Context: an optimization exercise on an open-source flow, tuned for small area. The choices shown serve that exercise and are no tape-out recipe.
Only simulation tests tie the RTL to the original design; equivalence was not proved.
Power is estimated from default activity; no workload was simulated.

==> flow/design.v <==
package dnsle_pkg;
  localparam int MAX_LABEL = 62;
  localparam int RING_DEPTH = MAX_LABEL + 1;
  localparam int CNT_W      = 6;
  localparam int BYTE_W     = 8;
  localparam int LEN_W      = 16;
  localparam logic [BYTE_W-1:0] DOT_CHAR = 8'd46;
endpackage
module dnsle_label_ram #(
  parameter int DEPTH = 63,
  parameter int WIDTH = 8
) (
  input  logic             clk,
  input  logic             wr_en,
  input  logic [WIDTH-1:0] wr_data,
  output logic [WIDTH-1:0] rd_data
);
  logic [DEPTH*WIDTH-1:0] ring_r;
  always_ff @(posedge clk) begin
    ring_r <= {ring_r[(DEPTH-1)*WIDTH-1:0],
               wr_en ? wr_data : ring_r[DEPTH*WIDTH-1 -: WIDTH]};
  end
  assign rd_data = ring_r[WIDTH-1:0];
endmodule
module dnsle_ctrl (
  input  logic        clk,
  input  logic        rst_n,
  input  logic        in_valid,
  output logic        in_ready,
  input  logic        in_mode,
  input  logic [7:0]  in_char_code,
  output logic        wr_en,
  input  logic [7:0]  rd_data,
  output logic        out_valid,
  input  logic        out_ready,
  output logic [7:0]  out_byte,
  output logic        out_last_of_run,
  output logic [15:0] out_encoded_length,
  output logic        out_label_overflow
);
  localparam int CNT_W = dnsle_pkg::CNT_W;
  localparam int LEN_W = dnsle_pkg::LEN_W;
  localparam logic [1:0] ST_IDLE  = 2'b00;
  localparam logic [1:0] ST_TSHOW = 2'b01;
  localparam logic [1:0] ST_DATA  = 2'b10;
  localparam logic [1:0] ST_TERM  = 2'b11;
  logic [1:0]       state_r;
  logic [CNT_W-1:0] off_r;
  logic [CNT_W-1:0] count_r;
  logic             dot_r;
  logic             ovf_r;
  logic             term_r;
  logic [LEN_W-1:0] enc_r;
  logic             valid_r;
  logic [7:0]       byte_r;
  logic st_idle, st_data, st_term, st_tshow;
  logic can_push, is_dot, empty, full, at_slot, closes, writes, take;
  logic consume, last, push, cnt_up, cnt_down;
  assign st_idle  = (state_r == ST_IDLE);
  assign st_data  = (state_r == ST_DATA);
  assign st_term  = (state_r == ST_TERM);
  assign st_tshow = (state_r == ST_TSHOW);
  assign can_push = !valid_r || out_ready;
  assign is_dot   = (in_char_code == dnsle_pkg::DOT_CHAR);
  assign empty    = (count_r == '0);
  assign full     = (count_r == CNT_W'(dnsle_pkg::MAX_LABEL));
  assign at_slot  = (off_r == count_r);
  assign closes   = in_mode || dot_r;
  assign writes   = !in_mode && !is_dot && (dot_r || !full);
  assign in_ready = st_idle && can_push && (!writes || at_slot);
  assign take     = in_valid && in_ready;
  assign wr_en    = take && writes;
  assign consume  = st_data && can_push && (off_r == CNT_W'(1));
  assign last     = (count_r == CNT_W'(1));
  assign push     = (take && closes && !(in_mode && empty)) || consume ||
                    (st_term && can_push);
  assign cnt_up   = wr_en && (!closes || empty);
  assign cnt_down = consume && !(last && !term_r && !dot_r);
  always_ff @(posedge clk) begin
    if (!rst_n) begin
      state_r <= ST_IDLE;
      off_r   <= '0;
      count_r <= '0;
      dot_r   <= 1'b0;
      ovf_r   <= 1'b0;
      valid_r <= 1'b0;
    end else begin
      case (state_r)
        ST_IDLE: begin
          if (take && closes) begin
            if (in_mode && empty) state_r <= ST_TERM;
            else if (!empty)      state_r <= ST_DATA;
          end
        end
        ST_DATA:  if (consume && last) state_r <= term_r ? ST_TERM : ST_IDLE;
        ST_TERM:  if (can_push) state_r <= ST_TSHOW;
        default:  if (out_ready) state_r <= ST_IDLE;
      endcase
      if (consume)                                    off_r <= off_r;
      else if (off_r == CNT_W'(dnsle_pkg::MAX_LABEL)) off_r <= '0;
      else                                            off_r <= off_r + CNT_W'(1);
      if (cnt_up)        count_r <= count_r + CNT_W'(1);
      else if (cnt_down) count_r <= count_r - CNT_W'(1);
      if (take) dot_r <= !in_mode && is_dot;
      if (st_tshow && out_ready)                          ovf_r <= 1'b0;
      else if (take && !in_mode && !dot_r && !is_dot && full) ovf_r <= 1'b1;
      if (push)           valid_r <= 1'b1;
      else if (out_ready) valid_r <= 1'b0;
    end
  end
  always_ff @(posedge clk) begin
    if (take && closes) term_r <= in_mode;
  end
  always_ff @(posedge clk) begin
    if (!rst_n || (st_tshow && out_ready)) enc_r <= '0;
    else if (push && enc_r != '1)          enc_r <= enc_r + LEN_W'(1);
  end
  always_ff @(posedge clk) begin
    if (push) byte_r <= st_data ? rd_data : 8'(count_r);
  end
  assign out_valid          = valid_r;
  assign out_byte           = byte_r;
  assign out_last_of_run    = !state_r[1];
  assign out_encoded_length = st_tshow ? enc_r : '0;
  assign out_label_overflow = ovf_r;
endmodule
module dns_name_label_encoder (
  input  logic        clk,
  input  logic        rst_n,
  input  logic        in_valid,
  output logic        in_ready,
  input  logic        in_mode,
  input  logic [7:0]  in_char_code,
  output logic        out_valid,
  input  logic        out_ready,
  output logic [7:0]  out_byte,
  output logic        out_last_of_run,
  output logic [15:0] out_encoded_length,
  output logic        out_label_overflow
);
  logic       wr_en;
  logic [7:0] rd_data;
  dnsle_label_ram #(
    .DEPTH (dnsle_pkg::RING_DEPTH),
    .WIDTH (dnsle_pkg::BYTE_W)
  ) u_ram (
    .clk     (clk),
    .wr_en   (wr_en),
    .wr_data (in_char_code),
    .rd_data (rd_data)
  );
  dnsle_ctrl u_ctrl (
    .clk                (clk),
    .rst_n              (rst_n),
    .in_valid           (in_valid),
    .in_ready           (in_ready),
    .in_mode            (in_mode),
    .in_char_code       (in_char_code),
    .wr_en              (wr_en),
    .rd_data            (rd_data),
    .out_valid          (out_valid),
    .out_ready          (out_ready),
    .out_byte           (out_byte),
    .out_last_of_run    (out_last_of_run),
    .out_encoded_length (out_encoded_length),
    .out_label_overflow (out_label_overflow)
  );
endmodule
==> flow/flow/run.sh <==
#!/bin/bash
# Layout flow: the standard ORFS layout (standard.sh), with these changes
# passed to ORFS through its own variables:
#  - synthesis maps logic with an area-oriented ABC script (abc_area.script
#    here) in place of ORFS's speed script; the synthesis script is
#    otherwise the standard flow's synth_recipe.tcl unchanged, so registers and names are
#    those of the standard synthesis;
#  - clock tree synthesis without dummy loads, with clkbuf_8 buffers and sink
#    clusters of at most 20 flip-flops (CTS_ARGS);
#  - port buffers of the smallest buffer cell (BUFFER_PORTS_ARGS).
# Each tool's full output is kept in the ORFS logs under orfs/logs, and the
# make output in flow_make.log here.
set -euo pipefail
here=$(pwd)
{
  printf 'proc abc {args} {\n'
  printf '  set i [lsearch $args -script]\n'
  printf '  if {$i >= 0} { lset args [expr {$i + 1}] %s/flow/abc_area.script }\n' "$here"
  printf '  yosys abc {*}$args\n'
  printf '}\n'
  cat synth_recipe.tcl
} > own_synth.tcl
sed -E "s#SYNTH_SCRIPT=[^ ]+#SYNTH_SCRIPT=$here/own_synth.tcl#" standard.sh > own_standard.sh
grep -q "SYNTH_SCRIPT=$here/own_synth.tcl" own_standard.sh
export CTS_ARGS="-sink_clustering_enable -repair_clock_nets -dont_use_dummy_load -sink_clustering_size 20 -sink_clustering_max_diameter 60 -buf_list sky130_fd_sc_hd__clkbuf_8"
export BUFFER_PORTS_ARGS="-buffer_cell sky130_fd_sc_hd__buf_1"
bash own_standard.sh > flow_make.log 2>&1
==> flow/flow/abc_area.script <==
&get -n
&st
&dch
&nf -R 1000
&st
&syn2
&if -g -K 6
&synch2
&nf -R 1000
&put
==> flow/standard.sh <==
#!/bin/bash
# synth_recipe.tcl (not shown) runs the flow's synth.tcl, then flattens the netlist and writes it again
# the make line also repeats each setting of config.mk as NAME=value (left out here)
make -C /OpenROAD-flow-scripts/flow DESIGN_CONFIG=/design/flow/config.mk WORK_HOME=/design/flow/orfs CLKGATE_MAP_FILE= SYNTH_SCRIPT=/design/flow/synth_recipe.tcl "${@:-finish}"
==> flow/config.mk <==
export PLATFORM = sky130hd
export DESIGN_NAME = dns_name_label_encoder
export DESIGN_NICKNAME = dns_name_label_encoder
export VERILOG_FILES = /design/flow/design.v
export SDC_FILE = /design/flow/constraint.sdc
export NUM_CORES = 4
export LEC_CHECK = 0
export CAP_MARGIN = 20
export CORE_MARGIN = 2
export CORE_UTILIZATION = 60
export CTS_BUF_LIST = sky130_fd_sc_hd__clkbuf_8
export CTS_CLUSTER_DIAMETER = 60
export CTS_CLUSTER_SIZE = 20
export SLEW_MARGIN = 20
==> flow/constraint.sdc <==
create_clock -name core_clock -period 5.5 [get_ports {clk}]
set_input_delay 1.1000 -clock core_clock [delete_from_list [all_inputs] [get_ports {clk}]]
set_output_delay 1.1000 -clock core_clock [all_outputs]
set_load 0.01 [all_outputs]
==> results of run 1 <==
-- per-stage QoR --
stage,instances,setup slack (ns)
finish,1122,1.61
global route,1122,1.39
CTS,1122,1.41
detailed placement,1087,1.27
global placement,1087,1.44
floorplan,775,2.09
-- power by group through the flow --
stage          logic, mW  registers [mW]  clock network, mW
2_1_floorplan      0.216            4.61                  0
3_3_place_gp       0.311            4.66                  0
3_5_place_dp       0.322            4.67                  0
4_1_cts            0.324            4.59               1.68
5_1_grt            0.367            4.63               1.83
6_report           0.326            4.58               1.61
-- kinds of logic (layout without fill, tap and decap cells) --
group / after synthesis / after routing / share of synthesized area [%]
simple gates: 139 / 139 / 5.46
flops: 546 / 546 / 88.6
mux: 14 / 14 / 1.26
buf+inv: 10 / 87 / 0.302
fa+ha+maj: 8 / 8 / 0.805
compound gates: 29 / 29 / 1.49
xor+xnor: 29 / 29 / 2.04
-- Yosys cell counts, drive strengths merged, types with 2 or more instances --
library cell	instances
a211oi	2
a21oi	6
and2	19
and3	5
clkinv	10
dfxtp	537
edfxtp	9
ha	8
mux2	13
nand2	26
nand2b	5
nand3	12
nand4	6
nor2	41
nor2b	5
nor3	12
nor4	2
nor4b	2
o21ai	10
o31a	2
or2	2
xnor2	8
xor2	21
-- final timing paths --
| path | startpoint | to | slack (ns) | depth (start not counted) |
|---|---|---|---|---|
| worst min-delay path | u_ram.ring_r[13]$_DFF_P_ | u_ram.ring_r[21]$_DFF_P_ | 0.30 | 0 |
| worst max register to register | u_ctrl.state_r[1]$_SDFFE_PN0P_ | u_ctrl.enc_r[10]$_SDFFE_PP0P_ | 1.93 | 10 |
| worst max-delay path | in_char_code[5] | in_ready | 1.61 | 8 |
| worst min register to register | u_ram.ring_r[13]$_DFF_P_ | u_ram.ring_r[21]$_DFF_P_ | 0.30 | 0 |
-- worst max-delay path: cells and delay by family --
kind | cells | cell delay (ns)
and+or+nand+nor | 6 | 1.33
buffers and inverters | 2 | 0.36
-- cells in the final DEF, fill, tap and decap left out, drive strengths merged, types with 2 or more instances in the layout --
cell and count:
dfxtp 537, buf 42, nor2 41, clkbuf 35, nand2 26, xor2 21, and2 19, mux2 13
nor3 12, nand3 12, clkinv 10, o21ai 10, edfxtp 9, xnor2 8, ha 8, nand4 6
a21oi 6, nor2b 5, nand2b 5, and3 5, nor4 2, or2 2, a211oi 2, o31a 2
nor4b 2
-- sequential cells by signal, indices dropped and copies added (netlist names) --
register,flops
u_ctrl.state_r,2
u_ctrl.ovf_r,1
u_ctrl.dot_r,1
u_ctrl.enc_r,16
u_ctrl.term_r,1
u_ctrl.valid_r,1
u_ram.ring_r,504
u_ctrl.byte_r,8
u_ctrl.count_r,6
u_ctrl.off_r,6
-- routing by layer --
metal | GRT usage, % | routed length (um) | up-vias | share of wire, %
li1 | - | - | 2614 | -
met1 | 21.4 | 7690 | 2404 | 50
met2 | 22.7 | 6810 | 96 | 44
met3 | 3.55 | 590 | 34 | 3.8
met4 | 5.43 | 329 | 0 | 2.1
met5 | 0 | 0 | - | 0
-- cell type report --
class / count / area (um^2)
inverters: 10 / 37.5
fillers: 1473 / 6880
flip-flops and latches: 546 / 11000
well taps: 270 / 338
clock buffers: 35 / 482
multi-input cells: 219 / 1380
repair buffers: 42 / 165
==> summary.txt, run 1 <==
Global routing
  • First-pass GRT wire length: 26300 um
  • Pin count of the biggest net entering global routing: 21
  • Initial antenna violation count: 0
  • Vias in the first global route: 5359
  • Overflow after GRT: 0
  • All-layer global routing usage: 15.0%

Timing
  • Hold Vio Cnt, Final: 0
  • Slew margin rel.: 32.8%
  • Final Skew: 0.0561 ns
  • Final hold slack: 0.302 ns
  • Measured slew at the worst slew-check pin: 1.00 ns
  • TNS Setup: 0 ns
  • Tcrit/Tclk final: 70.8%
  • Fin. max-slew vios: 0
  • Max frequency: 257 MHz
  • Minimum clock period: 3.89 ns
  • Unrepaired setup endpoints after global routing: no
  • Final setup fails: 0

Synth
  • Warnings, synthesis: 2
  • Synthesized area per cell: 16.0 um^2
  • Post-synth EDFFs: 9
  • Area leader, netlist: dfxtp_1
  • Async set-reset flop share out of synthesis: 0%
  • Netlist cell types: 35
  • Cells after synthesis: 775
  • Sequential element share of the synthesized area: 88.6%
  • FF+latch count, synth: 546
  • Syn_nets: 796
  • Top post-synthesis cells by area: dfxtp_1 (86%), edfxtp_1 (2.2%), xor2_1 (1.5%)
  • Post-Syn Area: 12400 um^2
  • Top cell type's share of synthesized area: 86.5%
  • Top FF cell, synth: dfxtp_1

Place
  • IO buf count: 40
  • Post-detail-place hpwl: 9130 um
  • Routability Congestion: 0.807
  • Dpl cell area: 12900 um^2

CTS
  • # hold bufs at CTS: 0
  • Setup bufs post-CTS: 0
  • CTS Root Cell: clkbuf_8
  • Reg clk slew, reported paths: 0.10 ns
  • Maximum clock path buffer count: 3
  • Resized Gates After CTS: 0
  • CTS buffer count: 35
  • CTS tree: done
  • Sink Count: 546
  • Clock Latency Late Sink: 0.55 ns
  • H-tree levels: 2

Worst setup path
  • Data required time at the worst endpoint: 4.40 ns
  • Slowest stage cell, crit path: nor4b_1
  • Type of origin of the critical path: input pin
  • CP Data Arrival Time: 2.79 ns
  • CP cell instances: buf_1 -> nor4b_1 -> nand4_1 -> nand2b_1 -> or2_0 -> nand2b_1 -> and3_1 -> buf_1
  • Crit-path max cell delay: 0.47 ns
  • CP endpoint kind: output port
  • Worst Path Max Fanout: 2
  • Crit path kind: input pin to output port

Routing
  • Final ANT Viol Nets: 0
  • DRC: 0
  • Vias: 5148
  • Wire per inst: 13.8 um
  • Iteration-0 DRC Markers: 304
  • DR vias/cell: 4.59
  • Pre-Repair DR Iteration Count: 4
  • WL final: 15400 um

Floorplan
  • # rows: 52
  • Core Region: 20300 um^2
  • Die area: 21900 um^2
  • IO Count: 41
  • Die Width: 148 um
  • Die span in y: 148 um
  • Initial Util: 61.2%

Power and ir drop
  • Clock share of power: 24.8%
  • Internal: 5.12 mW
  • Logic gate share of total power: 5.0%
  • Share of power burned in registers: 70.2%
  • Peak VDD IR: 0.284 mV
  • Static Leak: 5.29 nW
  • Power per standard cell area: 486 nW/um^2
  • P_sw: 1.40 mW
  • Switch share: 21.4%
  • Total power: 6.52 mW

Cells and area
  • Final Instance Area: 13400 um^2
  • N_diodes: 0
  • Final core occ: 66.1%
  • Share of cells above drive strength 1: 4.46%
  • Area Overhead vs Synth: 7.97%
  • Final nets: 875

Run
  • Max Cap Violations: 0

Run status
  • Status: finished clean

Min path
  • HP Class: flop to flop
==> run 2: changes to the inputs <==
==> flow/flow/abc_area.script (replaced) <==
strash
dch -f
map -a
strash
dch -f
map -a
strash
dch -f
map -a
topo
--- a/flow/config.mk
+++ b/flow/config.mk
@@ -8,7 +8,4 @@
 export CAP_MARGIN = 20
 export CORE_MARGIN = 2
-export CORE_UTILIZATION = 60
-export CTS_BUF_LIST = sky130_fd_sc_hd__clkbuf_8
-export CTS_CLUSTER_DIAMETER = 60
-export CTS_CLUSTER_SIZE = 20
+export CORE_UTILIZATION = 75
 export SLEW_MARGIN = 20
==> run 2 against run 1 <==
  * Cell area fell by 1.4%
  * Sequential share of layout area rose by 1.1 points
  * Worst hold slack got worse by 0.018 ns
  * Fmax fell by 19%
==> summary.txt, run 2 <==
Floorplan
  • Die Width: 133 um
  • Core Region: 16000 um^2
  • # rows: 46
  • Die area: 17600 um^2
  • IO Count: 41
  • Initial Util: 77.4%
  • Die span in y: 133 um

Power and ir drop
  • Switch share: 23.0%
  • Static Leak: 5.10 nW
  • Peak VDD IR: 0.275 mV
  • Share of power burned in registers: 70.1%
  • Logic gate share of total power: 5.8%
  • Power per standard cell area: 487 nW/um^2
  • P_sw: 1.48 mW
  • Internal: 4.97 mW
  • Clock share of power: 24.1%

Worst setup path
  • Worst reg2reg path startpoint: u_ctrl.count_r[3]$_SDFFE_PN0P_
  • CP Data Arrival Time: 5.26 ns
  • CP endpoint kind: flop
  • Worst Path Max Fanout: 7
  • Data required time at the worst endpoint: 5.99 ns
  • Reg2Reg Setup Slack: 0.78 ns
  • Critical R2R Capture: u_ctrl.enc_r[15]$_SDFFE_PP0P_
  • Crit path kind: input pin to flop
  • Type of origin of the critical path: input pin
  • R2R cell count: 16

Timing
  • Fin. max-slew vios: 0
  • Final Skew: 0.0511 ns
  • Hold Vio Cnt, Final: 0
  • Minimum clock period: 4.78 ns
  • Measured slew at the worst slew-check pin: 1.13 ns
  • Final setup fails: 0
  • TNS Setup: 0 ns
  • Max frequency: 209 MHz
  • Tcrit/Tclk final: 86.9%
  • Slew margin rel.: 24.1%
  • Unrepaired setup endpoints after global routing: no
  • Worst Slack Setup Final: 0.722 ns

Routing
  • Wire per inst: 18.7 um
  • Final ANT Viol Nets: 0
  • Vias: 5832
  • Iteration-0 DRC Markers: 346
  • WL final: 21000 um
  • Pre-Repair DR Iteration Count: 6
  • DR vias/cell: 5.20
  • DRC: 0

Cells and area
  • Final Instance Area: 13200 um^2
  • Regs by FF count: u_ram.ring_r x504, u_ctrl.enc_r x16, u_ctrl.byte_r x8
  • N_diodes: 0
  • Commonest non-fill, non-tap cell in the layout: dfxtp_1
  • Final nets: 929
  • Cell Count, Final, Fillers Out: 1122
  • Top reg by flops: u_ram.ring_r
  • Share of cells above drive strength 1: 3.64%
  • Area Overhead vs Synth: 6.90%
  • Largest register FFs: 504
  • Commonest non-fill, non-tap cells in the layout: dfxtp_1 (537), clkinv_1 (67), nor2_1 (54), nand2_1 (45), buf_1 (40)

CTS
  • Maximum clock path buffer count: 3
  • H-tree levels: 1
  • Reg clk slew, reported paths: 0.12 ns
  • Resized Gates After CTS: 0
  • CTS tree: done
  • # hold bufs at CTS: 0
  • Sink Count: 546
  • CTS buffer count: 31
  • Clock Latency Late Sink: 0.60 ns
  • Setup bufs post-CTS: 0
  • CTS Root Cell: clkbuf_8

Min path
  • Worst hold start: u_ram.ring_r[10]$_DFF_P_
  • WHS Path Cells: 0
  • Hold Path End: u_ram.ring_r[18]$_DFF_P_
  • HP Class: flop to flop

Synth
  • Top FF cell, synth: dfxtp_1
  • Top post-synthesis cells by area: dfxtp_1 (87%), edfxtp_1 (2.2%), clkinv_1 (2.0%)
  • Netlist cell types: 20
  • Post-Syn Area: 12400 um^2
  • Synthesized area per cell: 14.9 um^2
  • Post-synth top cells: dfxtp_1 (537), clkinv_1 (67), nor2_1 (54)
  • FF+latch count, synth: 546
  • Count leader, synth: dfxtp_1
  • Warnings, synthesis: 2
  • Syn_nets: 855
  • Async set-reset flop share out of synthesis: 0%
  • Sequential element share of the synthesized area: 89.0%
  • Top cell type's share of synthesized area: 86.8%
  • Cells after synthesis: 834
  • Post-synth EDFFs: 9
  • Area leader, netlist: dfxtp_1

Run
  • Max Cap Violations: 0

Global routing
  • Initial antenna violation count: 1
  • First-pass GRT wire length: 33400 um
  • All-layer global routing usage: 24.6%
  • Vias in the first global route: 6058
  • Pin count of the biggest net entering global routing: 21
  • Overflow after GRT: 0

Place
  • Post-detail-place hpwl: 12900 um
  • Dpl cell area: 12800 um^2
  • IO buf count: 40
  • Routability Congestion: 0.896
  • Placed cells: 1091
  • DP Worst Slack: 0.428 ns

Run status
  • Status: finished clean
run 2: kinds of logic after synthesis:
kind of cell    Yosys count  share of synthesized area (%)
compound gates           78                           3.61
fa+ha+maj                 8                          0.808
buf+inv                  67                           2.03
flops                   546                           89.0
simple gates            135                           4.59
run 2: worst max-delay path by stage:
stage          slack (ns)       startpoint  depth (start not counted)                       endpoint
3_3_place_gp         0.81  in_char_code[5]                         17  u_ctrl.enc_r[15]$_SDFFE_PP0P_
6_report             0.72  in_char_code[5]                         17  u_ctrl.enc_r[15]$_SDFFE_PP0P_
5_1_grt              0.45  in_char_code[5]                         17  u_ctrl.enc_r[15]$_SDFFE_PP0P_
2_1_floorplan        1.23  in_char_code[4]                         15  u_ctrl.enc_r[15]$_SDFFE_PP0P_
3_5_place_dp         0.43  in_char_code[5]                         17  u_ctrl.enc_r[15]$_SDFFE_PP0P_
4_1_cts              0.89  in_char_code[5]                         17  u_ctrl.enc_r[15]$_SDFFE_PP0P_
run 2: through the flow:
stage | power (mW) | utilization, % | hold slack (ns)
CTS | 6.46 | 82.8 | 0.276
global route | 6.68 | 82.8 | 0.272
floorplan | 4.76 | - | 0.310
global placement | 4.90 | 80.1 | 0.312
finish | 6.45 | 82.8 | 0.284
detailed placement | 4.96 | 80.1 | 0.312
run 2: area by class of cell:
| type | instances | area, um^2 |
|---|---|---|
| clock buffer | 31 | 427 |
| fill | 747 | 2760 |
| inverter | 67 | 251 |
| multi-input combinational | 221 | 1110 |
| sequential | 546 | 11000 |
| tap | 216 | 270 |
| timing repair buffer | 41 | 158 |
run 2: power by group through the flow:
stage / combinational (mW) / sequential (mW) / clock, mW
floorplan: 0.222 / 4.54 / 0
detailed placement: 0.354 / 4.60 / 0
global placement: 0.337 / 4.57 / 0
finish: 0.377 / 4.52 / 1.55
CTS: 0.364 / 4.53 / 1.57
global route: 0.416 / 4.55 / 1.71
run 2: worst max-delay path, cell delays in order:
cell and delay (ns):
buf_1 0.08, clkinv_1 0.16, nor4_1 0.23, nand4_1 0.19, nand2_1 0.10, nor2_1 0.06, a21oi_1 0.22, nand2_1 0.14
a21oi_1 0.28, a21oi_1 0.22, nor2_1 0.28, clkinv_1 0.23, nor4_1 0.90, nand2_1 0.16, or4_2 0.61, o21ai_0 0.21
a21oi_1 0.09
run 2: per-layer routing:
metal / vias to the layer above / part of all wire (%) / GRT usage [%]
li1: 2778 / - / -
met1: 2717 / 44 / 34.0
met2: 263 / 45 / 38.5
met3: 72 / 7.1 / 5.36
met4: 2 / 3.4 / 9.74
met5: - / 0.062 / 0
==> run 3: changes to the inputs <==
--- a/flow/flow/run.sh
+++ b/flow/flow/run.sh
@@ -23,5 +23,5 @@
 sed -E "s#SYNTH_SCRIPT=[^ ]+#SYNTH_SCRIPT=$here/own_synth.tcl#" standard.sh > own_standard.sh
 grep -q "SYNTH_SCRIPT=$here/own_synth.tcl" own_standard.sh
-export CTS_ARGS="-sink_clustering_enable -repair_clock_nets -dont_use_dummy_load -sink_clustering_size 20 -sink_clustering_max_diameter 60 -buf_list sky130_fd_sc_hd__clkbuf_8"
+export CTS_ARGS="-sink_clustering_enable -repair_clock_nets -dont_use_dummy_load -sink_clustering_size 30 -sink_clustering_max_diameter 60 -buf_list sky130_fd_sc_hd__clkbuf_16"
 export BUFFER_PORTS_ARGS="-buffer_cell sky130_fd_sc_hd__buf_1"
 bash own_standard.sh > flow_make.log 2>&1
--- a/flow/config.mk
+++ b/flow/config.mk
@@ -8,4 +8,4 @@
 export CAP_MARGIN = 20
 export CORE_MARGIN = 2
-export CORE_UTILIZATION = 75
+export CORE_UTILIZATION = 60
 export SLEW_MARGIN = 20
==> run 3 against run 2 <==
  * Area after synthesis unchanged
  * Cell area grew 2.0%
  * Core utilization fell by 16 points
  * Worst hold slack improved by 0.021 ns
  * Final cell count up 4.3%
  * Die area is 24% higher
  * Sequential power about the same
  * First-iteration DRC count fell by 5.8%
  * Combinational power decreased by 9.0%
  * Synthesized cell count unchanged
  * Via count shrank 7.0%
  * Non-clock buffer count did not move
  * Critical path type unchanged
  * Critical endpoint unchanged
  * Largest cell class unchanged
  * Largest power group unchanged
==> summary.txt, run 3 <==
Worst setup path
  • Crit-path leading delay family: simple AND/OR/NAND/NOR gates
  • CP endpoint kind: flop
  • Data required time at the worst endpoint: 5.91 ns
  • Crit path kind: input pin to flop
  • Reg2Reg Setup Slack: 1.38 ns
  • Slowest stage cell, crit path: nor4_1
  • Type of origin of the critical path: input pin
  • CP Data Arrival Time: 4.75 ns
  • Crit-path max cell delay: 0.65 ns
  • Worst Path Max Fanout: 7
  • CP cell instances: buf_1 -> clkinv_1 -> nor4_1 -> nand4_1 -> nand2_1 -> nor2_1 -> a21oi_1 -> nand2_1 -> a21oi_1 -> a21oi_1 -> nor2_1 -> clkinv_1 -> nor4_1 -> nand2_1 -> or4_2 -> o21ai_0 -> a21oi_1
  • Most frequent CP cell: a21oi_1
  • Crit path buffers/inverters: 3

Global routing
  • First-pass GRT wire length: 30400 um
  • Vias in the first global route: 5554
  • Pin count of the biggest net entering global routing: 31
  • Overflow after GRT: 0
  • All-layer global routing usage: 17.7%
  • Initial antenna violation count: 0

Routing
  • Final ANT Viol Nets: 0
  • Met1 Wirelength: 9120 um
  • Iteration-0 DRC Markers: 326
  • WL final: 18700 um
  • Vias: 5421
  • Max Used Layer: met4
  • DR vias/cell: 4.63
  • Wire per inst: 16.0 um
  • Pre-Repair DR Iteration Count: 6
  • DRC: 0
  • WL met2: 8580 um
  • Met3 routed wirelength: 764 um

Floorplan
  • Initial Util: 61.2%
  • Die span in y: 148 um
  • # rows: 52
  • Die Width: 148 um
  • Die area: 21800 um^2
  • IO Count: 41
  • Core Region: 20200 um^2

CTS
  • Reg clk slew, reported paths: 0.10 ns
  • CTS Root Cell: clkbuf_16
  • Clock Latency Late Sink: 0.53 ns
  • H-tree levels: 1
  • Maximum clock path buffer count: 3
  • Sink Count: 546
  • Resized Gates After CTS: 0
  • # hold bufs at CTS: 0
  • CTS buffer count: 25
  • Setup bufs post-CTS: 0
  • CTS tree: done

Power and ir drop
  • Power per standard cell area: 501 nW/um^2
  • Total power: 6.76 mW
  • Peak VDD IR: 0.223 mV
  • Static Leak: 5.18 nW

Synth
  • Netlist cell types: 20
  • FF+latch count, synth: 546
  • Async set-reset flop share out of synthesis: 0%
  • Post-synth EDFFs: 9
  • Area leader, netlist: dfxtp_1
  • Post-synth top cells: dfxtp_1 (537), clkinv_1 (67), nor2_1 (54)
  • Synthesized area per cell: 14.9 um^2
  • Cells after synthesis: 834
  • Sequential element share of the synthesized area: 89.0%
  • Count leader, synth: dfxtp_1
  • Top cell type's share of synthesized area: 86.8%
  • Top post-synthesis cells by area: dfxtp_1 (87%), edfxtp_1 (2.2%), clkinv_1 (2.0%)
  • Syn_nets: 855
  • Warnings, synthesis: 2
  • Top FF cell, synth: dfxtp_1
  • Post-Syn Area: 12400 um^2

Timing
  • Max frequency: 231 MHz
  • Slew margin rel.: 45.8%
  • Minimum clock period: 4.33 ns
  • Tcrit/Tclk final: 78.8%
  • TNS Setup: 0 ns
  • Unrepaired setup endpoints after global routing: no
  • Final Skew: 0.0479 ns
  • Measured slew at the worst slew-check pin: 0.805 ns
  • Final setup fails: 0
  • Fin. max-slew vios: 0
  • Hold Vio Cnt, Final: 0

Cells and area
  • Top reg by flops: u_ram.ring_r
  • Commonest non-fill, non-tap cells in the layout: dfxtp_1 (537), clkinv_1 (67), nor2_1 (54), nand2_1 (45), buf_1 (40)
  • Largest register FFs: 504
  • Final nets: 923
  • Area Overhead vs Synth: 9.05%
  • Layout fillers: 1321
  • Share of cells above drive strength 1: 3.00%
  • Regs by FF count: u_ram.ring_r x504, u_ctrl.enc_r x16, u_ctrl.byte_r x8
  • Commonest non-fill, non-tap cell in the layout: dfxtp_1
  • N_diodes: 0

Run
  • Max Cap Violations: 0

Min path
  • HP Class: flop to flop

Place
  • Post-detail-place hpwl: 10300 um
  • Routability Congestion: 0.829
  • IO buf count: 40

Run status
  • Status: finished clean
run 3: cell counts after synthesis:
No cell type changed its count.
run 3: path summary, 6_finish.rpt:
check	start	endpoint	depth (start not counted)
hold / removal	u_ram.ring_r[128]$_DFF_P_	u_ram.ring_r[136]$_DFF_P_	0
setup reg to reg	u_ctrl.count_r[3]$_SDFFE_PN0P_	u_ctrl.enc_r[15]$_SDFFE_PP0P_	16
hold reg to reg	u_ram.ring_r[128]$_DFF_P_	u_ram.ring_r[136]$_DFF_P_	0
setup / recovery	in_char_code[5]	u_ctrl.enc_r[15]$_SDFFE_PP0P_	17
run 3: area by class of cell:
type | count | area (um^2) | area share [%]
Sequential cell | 546 | 11000 | 81.6
Multi-Input combinational cell | 221 | 1110 | 8.25
Clock buffer | 25 | 626 | 4.63
Tap cell | 270 | 338 | 2.50
Inverter | 67 | 251 | 1.86
Timing Repair Buffer | 41 | 158 | 1.17
run 3: metal layers:
layer / track usage [%] / up-vias
li1: - / 2761
met3: 3.06 / 15
met1: 25.8 / 2538
met2: 28.4 / 107
met5: 0 / -
met4: 3.70 / 0
run 3: per-stage QoR:
stage / utilization [%] / setup WS (ns) / std cells / cell area, um^2 / hold WS [ns]
after global routing: 66.8 / 0.660 / 1170 / 13500 / 0.309
after floorplan: - / 1.23 / 834 / 12400 / 0.310
final: 66.8 / 1.17 / 1170 / 13500 / 0.305
after CTS: 66.8 / 1.23 / 1170 / 13500 / 0.304
after global placement: 63.7 / 0.781 / 1145 / 12900 / 0.309
after detailed placement: 63.7 / 0.671 / 1145 / 12900 / 0.312
run 3: cell families (layout without fill, tap and decap cells):
kind of cell | after synthesis | count (layout) | synth area share [%]
DFF | 546 | 546 | 89.0
and+or+nand+nor | 135 | 135 | 4.59
AOI/OAI and AO/OA | 78 | 78 | 3.61
buffers and inverters | 67 | 133 | 2.03
adders and majority gates | 8 | 8 | 0.808
run 3: worst reg2reg max path, cell delays in order (launching register included):
cell	delay [ns]
dfxtp_1	0.42
clkinv_1	0.17
nor2_1	0.17
nand3_1	0.10
nor3_1	0.24
nor2_1	0.11
a21oi_1	0.20
nand2_1	0.13
a21oi_1	0.26
a21oi_1	0.21
nor2_1	0.24
clkinv_1	0.21
nor4_1	0.65
nand2_1	0.14
or4_2	0.58
o21ai_0	0.17
a21oi_1	0.05
run 3: power breakdown:
| part | switching (mW) | internal, mW | leakage (nW) | total, mW |
|---|---|---|---|---|
| clock network | 1.09 | 0.814 | 0.308 | 1.91 |
| logic | 0.244 | 0.0982 | 0.430 | 0.343 |
| registers | 0.147 | 4.37 | 4.45 | 4.51 |
| total | 1.49 | 5.28 | 5.18 | 6.76 |
==> run 4: changes to the inputs <==
--- a/flow/flow/run.sh
+++ b/flow/flow/run.sh
@@ -23,5 +23,5 @@
 sed -E "s#SYNTH_SCRIPT=[^ ]+#SYNTH_SCRIPT=$here/own_synth.tcl#" standard.sh > own_standard.sh
 grep -q "SYNTH_SCRIPT=$here/own_synth.tcl" own_standard.sh
-export CTS_ARGS="-sink_clustering_enable -repair_clock_nets -dont_use_dummy_load -sink_clustering_size 30 -sink_clustering_max_diameter 60 -buf_list sky130_fd_sc_hd__clkbuf_16"
+export CTS_ARGS="-sink_clustering_enable -repair_clock_nets -dont_use_dummy_load -sink_clustering_size 24 -sink_clustering_max_diameter 50 -buf_list sky130_fd_sc_hd__clkbuf_8"
 export BUFFER_PORTS_ARGS="-buffer_cell sky130_fd_sc_hd__buf_1"
 bash own_standard.sh > flow_make.log 2>&1
--- a/flow/config.mk
+++ b/flow/config.mk
@@ -8,4 +8,4 @@
 export CAP_MARGIN = 20
 export CORE_MARGIN = 2
-export CORE_UTILIZATION = 60
+export CORE_UTILIZATION = 80
 export SLEW_MARGIN = 20
==> run 4 against run 3 <==
  * The flow now stops in detailed placement (3_5_place_dp)
  * Synthesized cell count unchanged
  * Area after synthesis unchanged
==> summary.txt, run 4 <==
Synth
  • Netlist cell types: 20
  • Async set-reset flop share out of synthesis: 0%
  • Sequential element share of the synthesized area: 89.0%
  • FF+latch count, synth: 546
  • Post-Syn Area: 12400 um^2
  • Top cell type's share of synthesized area: 86.8%
  • Warnings, synthesis: 2
  • Area leader, netlist: dfxtp_1
  • Synthesized area per cell: 14.9 um^2
  • Post-synth EDFFs: 9
  • Post-synth top cells: dfxtp_1 (537), clkinv_1 (67), nor2_1 (54)
  • Top FF cell, synth: dfxtp_1
  • Count leader, synth: dfxtp_1
  • Top post-synthesis cells by area: dfxtp_1 (87%), edfxtp_1 (2.2%), clkinv_1 (2.0%)
  • Cells after synthesis: 834
  • Syn_nets: 855

Floorplan
  • IO Count: 41
  • # rows: 45
  • Initial Util: 81.8%
  • Die span in y: 128 um
  • Die Width: 128 um

Run status
  • Stage reached: detailed placement (3_5_place_dp)
  • Status: did not finish
  • Stop Error: [ERROR DPL-0033] detailed placement checks failed during check placement.

Place
  • Post-detail-place hpwl: 14700 um
  • IO buf count: 40
  • Routability Congestion: 0.927
run 4: cell counts after synthesis:
No cell type changed its count.
run 4: through the flow:
stage	area [um^2]	setup slack [ns]	instances	hold slack, ns
3_3_place_gp	12800	0.941	1064	0.310
2_1_floorplan	12400	1.23	834	0.310
run 4: power by group through the flow:
stage / clock [mW] / combinational (mW) / sequential (mW)
after global placement: 0 / 0.310 / 4.56
after floorplan: 0 / 0.222 / 4.54
run 4: worst max-delay path by stage:
stage / startpoint / end / slack [ns] / cells past startpoint
3_3_place_gp: in_char_code[5] / u_ctrl.enc_r[15]$_SDFFE_PP0P_ / 0.94 / 18
2_1_floorplan: in_char_code[4] / u_ctrl.enc_r[15]$_SDFFE_PP0P_ / 1.23 / 15
run 4: cell families after synthesis:
family	after synthesis	share of synthesized area, %
fa+ha+maj	8	0.808
simple gates	135	4.59
flops	546	89.0
compound gates	78	3.61
buf+inv	67	2.03
==> run 5: changes to the inputs <==
==> flow/run.sh (new file) <==
#!/bin/bash
# synth_recipe.tcl (not shown) runs the flow's synth.tcl, then flattens the netlist and writes it again
# the make line also repeats each setting of config.mk as NAME=value (left out here)
make -C /OpenROAD-flow-scripts/flow DESIGN_CONFIG=/design/flow/config.mk WORK_HOME=/design/flow/orfs CLKGATE_MAP_FILE= SYNTH_SCRIPT=/design/flow/synth_recipe.tcl finish
--- a/flow/config.mk
+++ b/flow/config.mk
@@ -8,4 +8,7 @@
 export CAP_MARGIN = 20
 export CORE_MARGIN = 2
-export CORE_UTILIZATION = 80
+export CORE_UTILIZATION = 60
+export CTS_BUF_LIST = sky130_fd_sc_hd__clkbuf_8
+export CTS_CLUSTER_DIAMETER = 60
+export CTS_CLUSTER_SIZE = 20
 export SLEW_MARGIN = 20
removed: flow/flow/run.sh
removed: flow/flow/abc_area.script
removed: flow/standard.sh
==> run 5 against run 4 <==
  * Synthesized cell count fell by 3.4%
  * Now clean on timing, DRC and antenna
  * Area after synthesis is 2.3% higher
==> summary.txt, run 5 <==
Run status
  • Status: finished clean

Global routing
  • Busiest grt layer: met2
  • Met3 usage: 2.60%
  • Vias in the first global route: 5335
  • Met2 Use GR: 23.1%
  • First-pass GRT wire length: 26900 um
  • All-layer global routing usage: 15.1%
  • M1 GR Usage: 22.4%
  • Initial antenna violation count: 0
  • Pin count of the biggest net entering global routing: 22
  • Overflow after GRT: 0

Synth
  • Sequential element share of the synthesized area: 86.9%
  • Netlist cell types: 49
  • Warnings, synthesis: 2
  • Async set-reset flop share out of synthesis: 0%
  • Top FF cell, synth: dfxtp_1
  • Area leader, netlist: dfxtp_1
  • Top post-synthesis cells by area: dfxtp_1 (85%), edfxtp_1 (2.1%), mux2_2 (1.1%)
  • Count leader, synth: dfxtp_1
  • Syn_nets: 827
  • Cells after synthesis: 806
  • FF+latch count, synth: 546
  • Post-Syn Area: 12700 um^2
  • Top cell type's share of synthesized area: 84.8%
  • Synthesized area per cell: 15.7 um^2
  • Post-synth EDFFs: 9
  • Post-synth top cells: dfxtp_1 (537), nand2_1 (32), nor2_1 (29)

CTS
  • CTS buffer count: 31
  • Reg clk slew, reported paths: 0.12 ns
  • Resized Gates After CTS: 0
  • Maximum clock path buffer count: 3
  • # hold bufs at CTS: 0
  • Sink Count: 546
  • Clock Latency Late Sink: 0.59 ns
  • H-tree levels: 1
  • CTS Root Cell: clkbuf_8
  • CTS tree: done
  • Setup bufs post-CTS: 0

Worst setup path
  • Critical R2R Capture: u_ctrl.enc_r[13]$_SDFFE_PP0P_
  • Reg2Reg Setup Slack: 2.50 ns
  • Worst Path Max Fanout: 3
  • Type of origin of the critical path: input pin
  • R2R cell count: 7
  • Setup crit start: in_char_code[4]
  • Crit path kind: input pin to output port
  • Data required time at the worst endpoint: 4.40 ns
  • CP Data Arrival Time: 3.24 ns
  • CP endpoint kind: output port
  • Worst reg2reg path startpoint: u_ctrl.state_r[1]$_SDFFE_PN0P_
  • Crit path to: in_ready

Routing
  • Iteration-0 DRC Markers: 294
  • DRC: 0
  • Vias: 5327
  • DR vias/cell: 4.64
  • Wire per inst: 14.1 um
  • WL final: 16200 um
  • Final ANT Viol Nets: 0
  • Pre-Repair DR Iteration Count: 4

Power and ir drop
  • Share of power burned in registers: 68.4%
  • Total power: 6.73 mW
  • Clock share of power: 23.9%
  • Switch share: 22.4%
  • Power per standard cell area: 486 nW/um^2
  • Static Leak: 5.51 nW
  • P_sw: 1.51 mW
  • Logic gate share of total power: 7.7%
  • Internal: 5.22 mW
  • Peak VDD IR: 0.300 mV

Cells and area
  • Area of the multi-input gates: 1550 um^2
  • Top reg by flops: u_ram.ring_r
  • Share of cells above drive strength 1: 5.73%
  • Regs by FF count: u_ram.ring_r x504, u_ctrl.enc_r x16, u_ctrl.byte_r x8
  • Final Instance Area: 13800 um^2
  • Area Overhead vs Synth: 9.22%
  • Layout fillers: 1515
  • Largest register FFs: 504
  • Final nets: 888
  • Commonest non-fill, non-tap cells in the layout: dfxtp_1 (537), clkdlybuf4s50_1 (40), nand2_1 (32), clkbuf_8 (31), nor2_1 (29)
  • N_diodes: 0
  • Commonest non-fill, non-tap cell in the layout: dfxtp_1
  • Final core occ: 66.3%
  • FF/Latch Area: 11000 um^2

Timing
  • Unrepaired setup endpoints after global routing: no
  • TNS Setup: 0 ns
  • Measured slew at the worst slew-check pin: 1.05 ns
  • Slew margin rel.: 30.1%
  • Final setup fails: 0
  • Final Skew: 0.0350 ns
  • Minimum clock period: 4.34 ns
  • Hold Vio Cnt, Final: 0
  • Fin. max-slew vios: 0
  • Max frequency: 230 MHz
  • Tcrit/Tclk final: 78.9%

Floorplan
  • Die span in y: 149 um
  • # rows: 53
  • Die Width: 149 um
  • Die area: 22300 um^2
  • Initial Util: 60.7%
  • IO Count: 41
  • Core Region: 20900 um^2

Run
  • Max Cap Violations: 0

Place
  • Routability Congestion: 0.827
  • Dpl cell area: 13400 um^2
  • Post-detail-place hpwl: 9800 um
  • IO buf count: 40

Min path
  • HP Class: flop to flop
-- run 5: cell types whose count changed after synthesis, sizes merged, moves of 8 or more --
cell	change
clkinv	-66
nor2	-25
and2	+21
o21ai	-17
nor3	-15
xnor2	+15
a21oi	-13
nand2	-13
mux2	+12
and3	+10
inv	+10
nand2b	+9
a221oi	-8
nand3	+8
-- run 5: worst min-delay path by stage --
| stage | start | endpoint | slack (ns) | depth (start not counted) |
|---|---|---|---|---|
| 3_5_place_dp | u_ram.ring_r[138]$_DFF_P_ | u_ram.ring_r[146]$_DFF_P_ | 0.31 | 0 |
| 5_1_grt | u_ram.ring_r[28]$_DFF_P_ | u_ram.ring_r[36]$_DFF_P_ | 0.33 | 0 |
| 6_report | u_ram.ring_r[28]$_DFF_P_ | u_ram.ring_r[36]$_DFF_P_ | 0.32 | 0 |
| 3_3_place_gp | u_ram.ring_r[251]$_DFF_P_ | u_ram.ring_r[259]$_DFF_P_ | 0.31 | 0 |
| 2_1_floorplan | u_ram.ring_r[92]$_DFF_P_ | u_ram.ring_r[100]$_DFF_P_ | 0.31 | 0 |
| 4_1_cts | u_ram.ring_r[28]$_DFF_P_ | u_ram.ring_r[36]$_DFF_P_ | 0.31 | 0 |
-- run 5: final cells by class --
type / instances / area share, %
sequential: 546 / 79.6
multi-input combinational: 237 / 11.2
clock buffer: 31 / 3.08
timing repair buffer: 40 / 2.89
tap: 275 / 2.49
clock inverter: 7 / 0.425
inverter: 11 / 0.298
-- run 5: cell families (layout without fill, tap and decap cells) --
kind of cell / Yosys count / in the layout / synth area share (%)
buffers and inverters: 23 / 89 / 0.809
muxes: 19 / 19 / 1.62
DFF: 546 / 546 / 86.9
xor gates and xnor gates: 18 / 18 / 1.30
and+or+nand+nor: 143 / 143 / 6.00
AOI/OAI and AO/OA: 49 / 49 / 2.53
adders and majority gates: 8 / 8 / 0.790
-- run 5: per-stage QoR --
stage / hold WS [ns] / std cells / setup slack (ns)
floorplan: 0.310 / 806 / 2.48
global placement: 0.310 / 1109 / 1.13
detailed placement: 0.312 / 1109 / 1.14
CTS: 0.313 / 1147 / 1.13
global route: 0.326 / 1147 / 0.997
finish: 0.317 / 1147 / 1.16
-- run 5: critical path, stage by stage --
cell	delay, ns
clkdlybuf4s50_1	0.48
nor4b_1	0.55
a21oi_1	0.20
o21ai_1	0.19
o211a_1	0.17
clkdlybuf4s50_1	0.55
-- run 5: power groups by stage --
stage | logic, mW | clock network (mW) | registers, mW
floorplan | 0.367 | 0 | 4.63
global placement | 0.498 | 0 | 4.68
detailed placement | 0.516 | 0 | 4.70
CTS | 0.519 | 1.66 | 4.62
global route | 0.573 | 1.81 | 4.66
finish | 0.516 | 1.61 | 4.61
-- run 5: routing by layer --
metal	vias to the layer above	part of all wire, %	wire [um]
li1	2707	-	-
met3	23	3.4	544
met1	2518	52	8390
met5	-	0	0
met2	79	43	6990
met4	0	1.7	274
==> run 6: changes to the inputs <==
--- a/flow/design.v
+++ b/flow/design.v
@@ -77,4 +77,17 @@
   assign cnt_up   = wr_en && (!closes || empty);
   assign cnt_down = consume && !(last && !term_r && !dot_r);
+  logic [CNT_W-1:0] cnt_tog;
+  always_comb begin
+    cnt_tog[0] = cnt_up || cnt_down;
+    for (int i = 1; i < CNT_W; i++)
+      cnt_tog[i] = cnt_tog[i-1] && (count_r[i-1] ? cnt_up : cnt_down);
+  end
+  logic [CNT_W-1:0] off_tog;
+  logic             off_wrap;
+  assign off_wrap = !consume && (off_r == CNT_W'(dnsle_pkg::MAX_LABEL));
+  always_comb begin
+    off_tog[0] = !consume;
+    for (int i = 1; i < CNT_W; i++) off_tog[i] = off_tog[i-1] && off_r[i-1];
+  end
   always_ff @(posedge clk) begin
     if (!rst_n) begin
@@ -97,9 +110,6 @@
         default:  if (out_ready) state_r <= ST_IDLE;
       endcase
-      if (consume)                                    off_r <= off_r;
-      else if (off_r == CNT_W'(dnsle_pkg::MAX_LABEL)) off_r <= '0;
-      else                                            off_r <= off_r + CNT_W'(1);
-      if (cnt_up)        count_r <= count_r + CNT_W'(1);
-      else if (cnt_down) count_r <= count_r - CNT_W'(1);
+      off_r <= (off_r ^ off_tog) & ~{CNT_W{off_wrap}};
+      count_r <= count_r ^ cnt_tog;
       if (take) dot_r <= !in_mode && is_dot;
       if (st_tshow && out_ready)                          ovf_r <= 1'b0;
@@ -112,8 +122,10 @@
     if (take && closes) term_r <= in_mode;
   end
+  logic [LEN_W-1:0] enc_n;
   always_ff @(posedge clk) begin
-    if (!rst_n || (st_tshow && out_ready)) enc_r <= '0;
-    else if (push && enc_r != '1)          enc_r <= enc_r + LEN_W'(1);
+    if (!rst_n || (st_tshow && out_ready)) enc_n <= '1;
+    else if (push && enc_n != '0)          enc_n <= enc_n - LEN_W'(1);
   end
+  assign enc_r = ~enc_n;
   always_ff @(posedge clk) begin
     if (push) byte_r <= st_data ? rd_data : 8'(count_r);
==> flow/flow/run.sh (new file) <==
#!/bin/bash
# Layout flow: the standard ORFS layout (standard.sh), with these changes
# passed to ORFS through its own variables:
#  - synthesis maps logic with an area-oriented ABC script (abc_area.script
#    here) in place of ORFS's speed script; the synthesis script is
#    otherwise the standard flow's synth_recipe.tcl unchanged, so registers and names are
#    those of the standard synthesis;
#  - clock tree synthesis without dummy loads, with clkbuf_8 buffers and sink
#    clusters of at most 20 flip-flops (CTS_ARGS);
#  - port buffers of the smallest buffer cell (BUFFER_PORTS_ARGS).
# Each tool's full output is kept in the ORFS logs under orfs/logs, and the
# make output in flow_make.log here.
set -euo pipefail
here=$(pwd)
{
  printf 'proc abc {args} {\n'
  printf '  set i [lsearch $args -script]\n'
  printf '  if {$i >= 0} { lset args [expr {$i + 1}] %s/flow/abc_area.script }\n' "$here"
  printf '  yosys abc {*}$args\n'
  printf '}\n'
  cat synth_recipe.tcl
} > own_synth.tcl
sed -E "s#SYNTH_SCRIPT=[^ ]+#SYNTH_SCRIPT=$here/own_synth.tcl#" standard.sh > own_standard.sh
grep -q "SYNTH_SCRIPT=$here/own_synth.tcl" own_standard.sh
export CTS_ARGS="-sink_clustering_enable -repair_clock_nets -dont_use_dummy_load -sink_clustering_size 22 -sink_clustering_max_diameter 40 -buf_list sky130_fd_sc_hd__clkbuf_8"
export BUFFER_PORTS_ARGS="-buffer_cell sky130_fd_sc_hd__buf_1"
bash own_standard.sh > flow_make.log 2>&1
==> flow/flow/abc_area.script (new file) <==
strash
dch -f
map -a
strash
dch -f
map -a
strash
dch -f
map -a
topo
==> flow/standard.sh (new file) <==
#!/bin/bash
# synth_recipe.tcl (not shown) runs the flow's synth.tcl, then flattens the netlist and writes it again
# the make line also repeats each setting of config.mk as NAME=value (left out here)
make -C /OpenROAD-flow-scripts/flow DESIGN_CONFIG=/design/flow/config.mk WORK_HOME=/design/flow/orfs CLKGATE_MAP_FILE= SYNTH_SCRIPT=/design/flow/synth_recipe.tcl "${@:-finish}"
--- a/flow/config.mk
+++ b/flow/config.mk
@@ -8,7 +8,4 @@
 export CAP_MARGIN = 20
 export CORE_MARGIN = 2
-export CORE_UTILIZATION = 60
-export CTS_BUF_LIST = sky130_fd_sc_hd__clkbuf_8
-export CTS_CLUSTER_DIAMETER = 60
-export CTS_CLUSTER_SIZE = 20
+export CORE_UTILIZATION = 75
 export SLEW_MARGIN = 20
removed: flow/run.sh
==> run 6 against run 5 <==
  * Synthesized cell count fell by 1.9%
  * Global-route usage rose by 7.6 points
  * Clock skew rose by 0.035 ns
  * Final cell count fell by 5.3%
  * Sequential share of layout area rose by 3.9 points
  * Routed wire length rose by 16%
  * Sequential power fell by 3%
  * Cell area fell by 4.7%
==> summary.txt, run 6 <==
Min path
  • HP Class: flop to flop
  • Worst hold start: u_ram.ring_r[264]$_DFF_P_

Routing
  • Max Used Layer: met4
  • Wire per inst: 17.3 um
  • Vias: 5405
  • Met1 Wirelength: 8320 um
  • Pre-Repair DR Iteration Count: 5
  • WL met2: 8810 um
  • WL final: 18800 um
  • DR vias/cell: 4.98
  • DRC: 0
  • Iteration-0 DRC Markers: 416
  • Final ANT Viol Nets: 0
  • Met3 routed wirelength: 1070 um

Synth
  • Top post-synthesis cells by area: dfxtp_1 (88%), edfxtp_1 (2.2%), nor2_1 (1.6%)
  • Area leader, netlist: dfxtp_1
  • Warnings, synthesis: 2
  • Syn_nets: 809
  • Top FF cell, synth: dfxtp_1
  • Synthesized area per cell: 15.5 um^2
  • FF+latch count, synth: 546
  • Netlist cell types: 29
  • Sequential element share of the synthesized area: 90.0%
  • Cells after synthesis: 791
  • Post-synth EDFFs: 9
  • Count leader, synth: dfxtp_1
  • Post-Syn Area: 12200 um^2
  • Post-synth top cells: dfxtp_1 (537), nor2_1 (52), nand2_1 (43)
  • Top cell type's share of synthesized area: 87.8%
  • Async set-reset flop share out of synthesis: 0%

Worst setup path
  • Setup crit start: u_ctrl.count_r[4]$_SDFF_PN0_
  • Type of origin of the critical path: flop
  • CP endpoint kind: flop
  • Worst Path Max Fanout: 11
  • Data required time at the worst endpoint: 5.92 ns
  • CP Data Arrival Time: 5.09 ns
  • Crit-path max cell delay: 0.68 ns
  • Slowest stage cell, crit path: or4_2
  • CP cell instances: clkinv_1 -> nand2_1 -> o2111ai_1 -> or4_2 -> a2111oi_0 -> nand3_1 -> buf_4 -> nor2_1 -> clkinv_1 -> a21oi_1 -> o211ai_1 -> nor2_1 -> o2111a_1 -> a21oi_1 -> o21a_1
  • Crit path to: u_ctrl.count_r[5]$_SDFF_PN0_
  • R2R cell count: 15
  • Reg2Reg Setup Slack: 0.84 ns
  • Critical R2R Capture: u_ctrl.count_r[5]$_SDFF_PN0_
  • Worst reg2reg path startpoint: u_ctrl.count_r[4]$_SDFF_PN0_
  • Crit path kind: flop to flop

Power and ir drop
  • Power per standard cell area: 488 nW/um^2
  • P_sw: 1.42 mW
  • Switch share: 22.0%
  • Logic gate share of total power: 4.7%
  • Peak VDD IR: 0.324 mV
  • Share of power burned in registers: 69.4%
  • Static Leak: 5.14 nW
  • Total power: 6.44 mW
  • Clock share of power: 25.9%
  • Internal: 5.02 mW

Timing
  • Fin. max-slew vios: 0
  • Minimum clock period: 4.66 ns
  • Hold Vio Cnt, Final: 0
  • Final setup fails: 0
  • Max frequency: 215 MHz
  • Slew margin rel.: 36.3%
  • TNS Setup: 0 ns
  • Unrepaired setup endpoints after global routing: no
  • Final Skew: 0.0703 ns
  • Worst Slack Setup Final: 0.839 ns
  • Measured slew at the worst slew-check pin: 0.946 ns
  • Tcrit/Tclk final: 84.8%

Global routing
  • Vias in the first global route: 5591
  • Initial antenna violation count: 0
  • All-layer global routing usage: 22.7%
  • Overflow after GRT: 0
  • Pin count of the biggest net entering global routing: 23
  • First-pass GRT wire length: 30200 um

Floorplan
  • Die Width: 132 um
  • # rows: 46
  • IO Count: 41
  • Core Region: 15900 um^2
  • Die span in y: 132 um
  • Die area: 17400 um^2
  • Initial Util: 76.8%

CTS
  • CTS Root Cell: clkbuf_8
  • Sink Count: 546
  • Resized Gates After CTS: 0
  • CTS buffer count: 37
  • H-tree levels: 2
  • Clock Latency Late Sink: 0.57 ns
  • Maximum clock path buffer count: 3
  • CTS tree: done
  • # hold bufs at CTS: 0
  • Reg clk slew, reported paths: 0.12 ns
  • Setup bufs post-CTS: 0

Place
  • DP Worst Slack: 0.499 ns
  • Dpl cell area: 12700 um^2
  • Routability Congestion: 0.873
  • IO buf count: 40
  • Post-detail-place hpwl: 11900 um

Run
  • Max Cap Violations: 0

Cells and area
  • FF/Latch Area: 11000 um^2
  • Layout fillers: 744
  • Area of the multi-input gates: 1070 um^2
  • Share of cells above drive strength 1: 5.52%
  • Final core occ: 82.8%
  • Commonest non-fill, non-tap cell in the layout: dfxtp_1
  • Area Overhead vs Synth: 7.71%
  • Final nets: 890
  • Top reg by flops: u_ram.ring_r
  • Largest register FFs: 504
  • Regs by FF count: u_ram.ring_r x504, u_ctrl.enc_n x16, u_ctrl.byte_r x8
  • Final Instance Area: 13200 um^2
  • Commonest non-fill, non-tap cells in the layout: dfxtp_1 (537), nor2_1 (52), nand2_1 (43), clkinv_1 (41), buf_1 (40)
  • N_diodes: 0

Run status
  • Status: finished clean
run 6: cell types whose count changed after synthesis, moves of 9 or more:
cell	change
and3_1	-10
nor2_1	+23
clkinv_1	+40
and2_1	-21
nand2_1	+11
xnor2_1	-13
inv_1	-10
o21ai_0	+21
nand2b_1	-9
run 6: cell families (layout without fill, tap and decap cells):
logic type      count (synthesis)  count (layout)  synth area share (%)
compound gates                 66              66                  3.25
xor+xnor                        2               2                 0.143
fa+ha+maj                       5               5                 0.511
buf+inv                        41             120                  1.26
flops                         546             546                  90.0
mux                             6               6                 0.552
simple gates                  125             125                  4.31
run 6: routing by layer:
layer / vias up / GRT usage, %
met4: 0 / 9.72
li1: 2672 / -
met2: 162 / 35.8
met3: 46 / 4.96
met1: 2525 / 30.9
met5: - / 0
run 6: critical path: cells and delay by family (launching register included):
| kind | cells | cell delay (ns) |
|---|---|---|
| buffers and inverters | 3 | 0.73 |
| flip-flops | 1 | 0.38 |
| AO/OA/AOI/OAI | 7 | 1.82 |
| AND/OR/NAND/NOR | 5 | 1.62 |
run 6: cell type report:
class / instances / area share (%)
timing repair buffer: 42 / 1.25
inverter: 41 / 1.17
multi-input combinational: 204 / 8.14
clock buffer: 37 / 3.86
tap: 216 / 2.05
sequential: 546 / 83.5
run 6: stage by stage:
step | hold WS (ns) | instances
after CTS | 0.286 | 1086
final | 0.291 | 1086
after floorplan | 0.310 | 791
after detailed placement | 0.312 | 1049
after global placement | 0.311 | 1049
after global routing | 0.289 | 1086
run 6: worst min path at each step:
stage	slack, ns	cells past startpoint	end
after CTS	0.29	0	u_ram.ring_r[88]$_DFF_P_
after global placement	0.31	0	u_ram.ring_r[225]$_DFF_P_
after global routing	0.29	0	u_ram.ring_r[88]$_DFF_P_
final	0.29	0	u_ram.ring_r[272]$_DFF_P_
after detailed placement	0.31	0	u_ram.ring_r[137]$_DFF_P_
after floorplan	0.31	0	u_ram.ring_r[100]$_DFF_P_
run 6: power by group through the flow:
| stage | sequential (mW) | clock [mW] | combinational (mW) |
|---|---|---|---|
| 5_1_grt | 4.50 | 1.84 | 0.336 |
| 3_3_place_gp | 4.53 | 0 | 0.278 |
| 3_5_place_dp | 4.55 | 0 | 0.291 |
| 2_1_floorplan | 4.49 | 0 | 0.187 |
| 6_report | 4.47 | 1.67 | 0.304 |
| 4_1_cts | 4.48 | 1.70 | 0.297 |
==> run 7: changes to the inputs <==
--- a/flow/flow/run.sh
+++ b/flow/flow/run.sh
@@ -23,5 +23,5 @@
 sed -E "s#SYNTH_SCRIPT=[^ ]+#SYNTH_SCRIPT=$here/own_synth.tcl#" standard.sh > own_standard.sh
 grep -q "SYNTH_SCRIPT=$here/own_synth.tcl" own_standard.sh
-export CTS_ARGS="-sink_clustering_enable -repair_clock_nets -dont_use_dummy_load -sink_clustering_size 22 -sink_clustering_max_diameter 40 -buf_list sky130_fd_sc_hd__clkbuf_8"
+export CTS_ARGS="-sink_clustering_enable -repair_clock_nets -dont_use_dummy_load -sink_clustering_size 34 -sink_clustering_max_diameter 50 -buf_list sky130_fd_sc_hd__clkbuf_16"
 export BUFFER_PORTS_ARGS="-buffer_cell sky130_fd_sc_hd__buf_1"
 bash own_standard.sh > flow_make.log 2>&1
==> run 7 against run 6 <==
  * Worst setup slack got worse by 0.56 ns
  * Cell area up 1.8%
  * Sequential cell count is the same
  * Sequential share of layout area shrank 1.5 points
  * Non-clock buffer count is the same
  * Clock power grew 27%
  * First-iteration DRC count increased by 52%
  * Final cell count decreased by 0.64%
  * Total power increased by 7.8%
  * Combinational power up 8.6%
  * Largest cell class unchanged
==> summary.txt, run 7 <==
Worst setup path
  • Most frequent CP cell: clkinv_1
  • Type of origin of the critical path: input pin
  • Crit-path leading delay family: compound AO/OA/AOI/OAI gates
  • Slowest stage cell, crit path: a2111oi_0
  • Worst Path Max Fanout: 11
  • Reg2Reg Setup Slack: 0.37 ns
  • Data required time at the worst endpoint: 5.98 ns
  • Crit-path max cell delay: 0.78 ns
  • CP Data Arrival Time: 5.70 ns
  • CP cell instances: buf_1 -> clkinv_1 -> nor4_1 -> nand4_1 -> clkinv_1 -> nor3_1 -> a2111oi_0 -> nand3_1 -> buf_4 -> nor2_1 -> clkinv_1 -> a21oi_1 -> o211ai_1 -> nor2_1 -> o2111a_1 -> a21oi_1 -> o21a_1
  • Crit path kind: input pin to flop
  • Crit path buffers/inverters: 5
  • CP endpoint kind: flop

Floorplan
  • IO Count: 41
  • # rows: 46
  • Core Region: 15900 um^2
  • Die span in y: 132 um
  • Initial Util: 76.8%
  • Die area: 17400 um^2
  • Die Width: 132 um

CTS
  • Reg clk slew, reported paths: 0.10 ns
  • CTS Root Cell: clkbuf_16
  • Maximum clock path buffer count: 3
  • CTS tree: done
  • Clock Latency Late Sink: 0.58 ns
  • Sink Count: 546
  • H-tree levels: 1
  • Setup bufs post-CTS: 0
  • CTS buffer count: 30
  • Resized Gates After CTS: 0
  • # hold bufs at CTS: 0

Timing
  • Fin. max-slew vios: 0
  • Final setup fails: 0
  • Worst Slack Setup Final: 0.276 ns
  • Measured slew at the worst slew-check pin: 0.929 ns
  • Final hold slack: 0.280 ns
  • Final Skew: 0.0637 ns
  • Unrepaired setup endpoints after global routing: no
  • Minimum clock period: 5.22 ns
  • Max frequency: 191 MHz
  • Slew margin rel.: 37.4%
  • Hold Vio Cnt, Final: 0
  • TNS Setup: 0 ns
  • Tcrit/Tclk final: 95.0%

Power and ir drop
  • Logic gate share of total power: 4.7%
  • Power per standard cell area: 517 nW/um^2
  • Internal: 5.38 mW
  • P_sw: 1.56 mW
  • Static Leak: 5.24 nW
  • Clock share of power: 30.5%
  • Peak VDD IR: 0.331 mV
  • Switch share: 22.5%
  • Share of power burned in registers: 64.7%
  • Total power: 6.95 mW

Cells and area
  • N_diodes: 0
  • Cell Count, Final, Fillers Out: 1079
  • Top reg by flops: u_ram.ring_r
  • Final core occ: 84.3%
  • Commonest non-fill, non-tap cells in the layout: dfxtp_1 (537), nor2_1 (52), nand2_1 (43), clkinv_1 (41), buf_1 (40)
  • Area Overhead vs Synth: 9.68%
  • Share of cells above drive strength 1: 4.75%
  • Final nets: 883
  • Largest register FFs: 504
  • Commonest non-fill, non-tap cell in the layout: dfxtp_1
  • Final Instance Area: 13400 um^2
  • Regs by FF count: u_ram.ring_r x504, u_ctrl.enc_n x16, u_ctrl.byte_r x8
  • Layout fillers: 664

Synth
  • Top cell type's share of synthesized area: 87.8%
  • Async set-reset flop share out of synthesis: 0%
  • Warnings, synthesis: 2
  • Syn_nets: 809
  • Top post-synthesis cells by area: dfxtp_1 (88%), edfxtp_1 (2.2%), nor2_1 (1.6%)
  • Sequential element share of the synthesized area: 90.0%
  • Post-synth top cells: dfxtp_1 (537), nor2_1 (52), nand2_1 (43)
  • Area leader, netlist: dfxtp_1
  • Post-synth EDFFs: 9
  • Synthesized area per cell: 15.5 um^2
  • Netlist cell types: 29
  • FF+latch count, synth: 546
  • Post-Syn Area: 12200 um^2
  • Top FF cell, synth: dfxtp_1
  • Count leader, synth: dfxtp_1
  • Cells after synthesis: 791

Global routing
  • Pin count of the biggest net entering global routing: 32
  • Met2 Use GR: 47.6%
  • Vias in the first global route: 6208
  • Busiest grt layer: met2
  • M1 GR Usage: 33.6%
  • Met3 usage: 5.84%
  • All-layer global routing usage: 27.5%
  • Initial antenna violation count: 0
  • Overflow after GRT: 0
  • First-pass GRT wire length: 36000 um

Routing
  • DRC: 0
  • DR vias/cell: 5.34
  • WL final: 23100 um
  • Final ANT Viol Nets: 0
  • Pre-Repair DR Iteration Count: 6
  • Iteration-0 DRC Markers: 633
  • Wire per inst: 21.4 um
  • Vias: 5761

Run
  • Max Cap Violations: 0

Place
  • Placed cells: 1049
  • Routability Congestion: 0.873
  • Dpl cell area: 12700 um^2
  • IO buf count: 40
  • Post-detail-place hpwl: 11900 um
  • DP Worst Slack: 0.499 ns

Run status
  • Status: finished clean

Min path
  • HP Class: flop to flop
-- run 7: metal layers --
layer	wire [um]	vias to the layer above	share of wire, %
met5	0	-	0
met4	1120	0	4.8
met3	1550	83	6.7
met2	11400	267	49
met1	9050	2753	39
li1	-	2658	-
-- run 7: kinds of logic (layout without fill, tap and decap cells) --
kind of cell | Yosys count | after routing | synth area share [%]
DFF | 546 | 546 | 90.0
adders and majority gates | 5 | 5 | 0.511
and+or+nand+nor | 125 | 125 | 4.31
muxes | 6 | 6 | 0.552
AOI/OAI and AO/OA | 66 | 66 | 3.25
buffers and inverters | 41 | 113 | 1.26
xor gates and xnor gates | 2 | 2 | 0.143
-- run 7: path summary, 6_finish.rpt --
| path | start | depth (start not counted) | endpoint |
|---|---|---|---|
| hold / removal | u_ram.ring_r[90]$_DFF_P_ | 0 | u_ram.ring_r[98]$_DFF_P_ |
| setup / recovery | in_char_code[5] | 17 | u_ctrl.count_r[5]$_SDFF_PN0_ |
| hold reg to reg | u_ram.ring_r[90]$_DFF_P_ | 0 | u_ram.ring_r[98]$_DFF_P_ |
| setup reg to reg | u_ctrl.count_r[4]$_SDFF_PN0_ | 15 | u_ctrl.count_r[5]$_SDFF_PN0_ |
-- run 7: worst register-to-register path, cell delays in order, from the launching register on --
cell       delay, ns
dfxtp_1         0.38
clkinv_1        0.28
nand2_1         0.14
o2111ai_1       0.13
or4_2           0.70
a2111oi_0       0.74
nand3_1         0.20
buf_4           0.26
nor2_1          0.33
clkinv_1        0.22
a21oi_1         0.32
o211ai_1        0.27
nor2_1          0.38
o2111a_1        0.35
a21oi_1         0.15
o21a_1          0.16
-- run 7: layout make-up --
cell class	count	area [um^2]	share of cell area (%)
clock buffer	30	751	5.59
inverter	41	154	1.15
multi-input combinational	204	1070	7.99
sequential	546	11000	82.0
tap	216	270	2.01
timing repair buffer	42	165	1.23
-- run 7: power by group through the flow --
stage | Combinational (mW) | Sequential (mW) | Clock (mW)
floorplan | 0.187 | 4.49 | 0
global placement | 0.278 | 4.53 | 0
detailed placement | 0.291 | 4.55 | 0
CTS | 0.322 | 4.50 | 2.13
global route | 0.359 | 4.52 | 2.26
finish | 0.330 | 4.50 | 2.12

## afterwards: timing with drivers on the ports
Ports are ideal in the flow. The routed layouts listed here were re-timed in OpenROAD. Step 1: set_driving_cell puts a clkbuf_16 on clk and a buf_2 on each other input, an assumption about the parent block. Step 2, shift: input delay + t, output delay - t, t = (earliest + latest rising clock arrival at the registers) / 2. This alone moves slack from input paths to output paths. Slacks: ideal ports / drivers / drivers and shift; pairs: ideal ports / drivers.
run	t, ns	slack for setup (ns)	worst setup path at the end	worst data-port slew with drivers (ns)
run 1	0.559	1.609 / 1.584 / 1.417	input to register	0.07
run 2	0.613	0.722 / 0.741 / 0.128	input to register	0.04
run 3	0.559	1.166 / 1.176 / 0.616	input to register	0.04
run 5	0.612	1.160 / 1.139 / 1.139	input to output	0.08
run 6	0.571	0.839 / 0.839 / 0.309	input to register	0.06
run 7	0.593	0.276 / 0.253 / -0.340	input to register	0.07
Met with ideal ports but missed after step 2: setup timing in run 7. For run 7, which loses most, drivers alone change the setup slack by -0.023 ns; drivers and shift together by -0.616 ns.
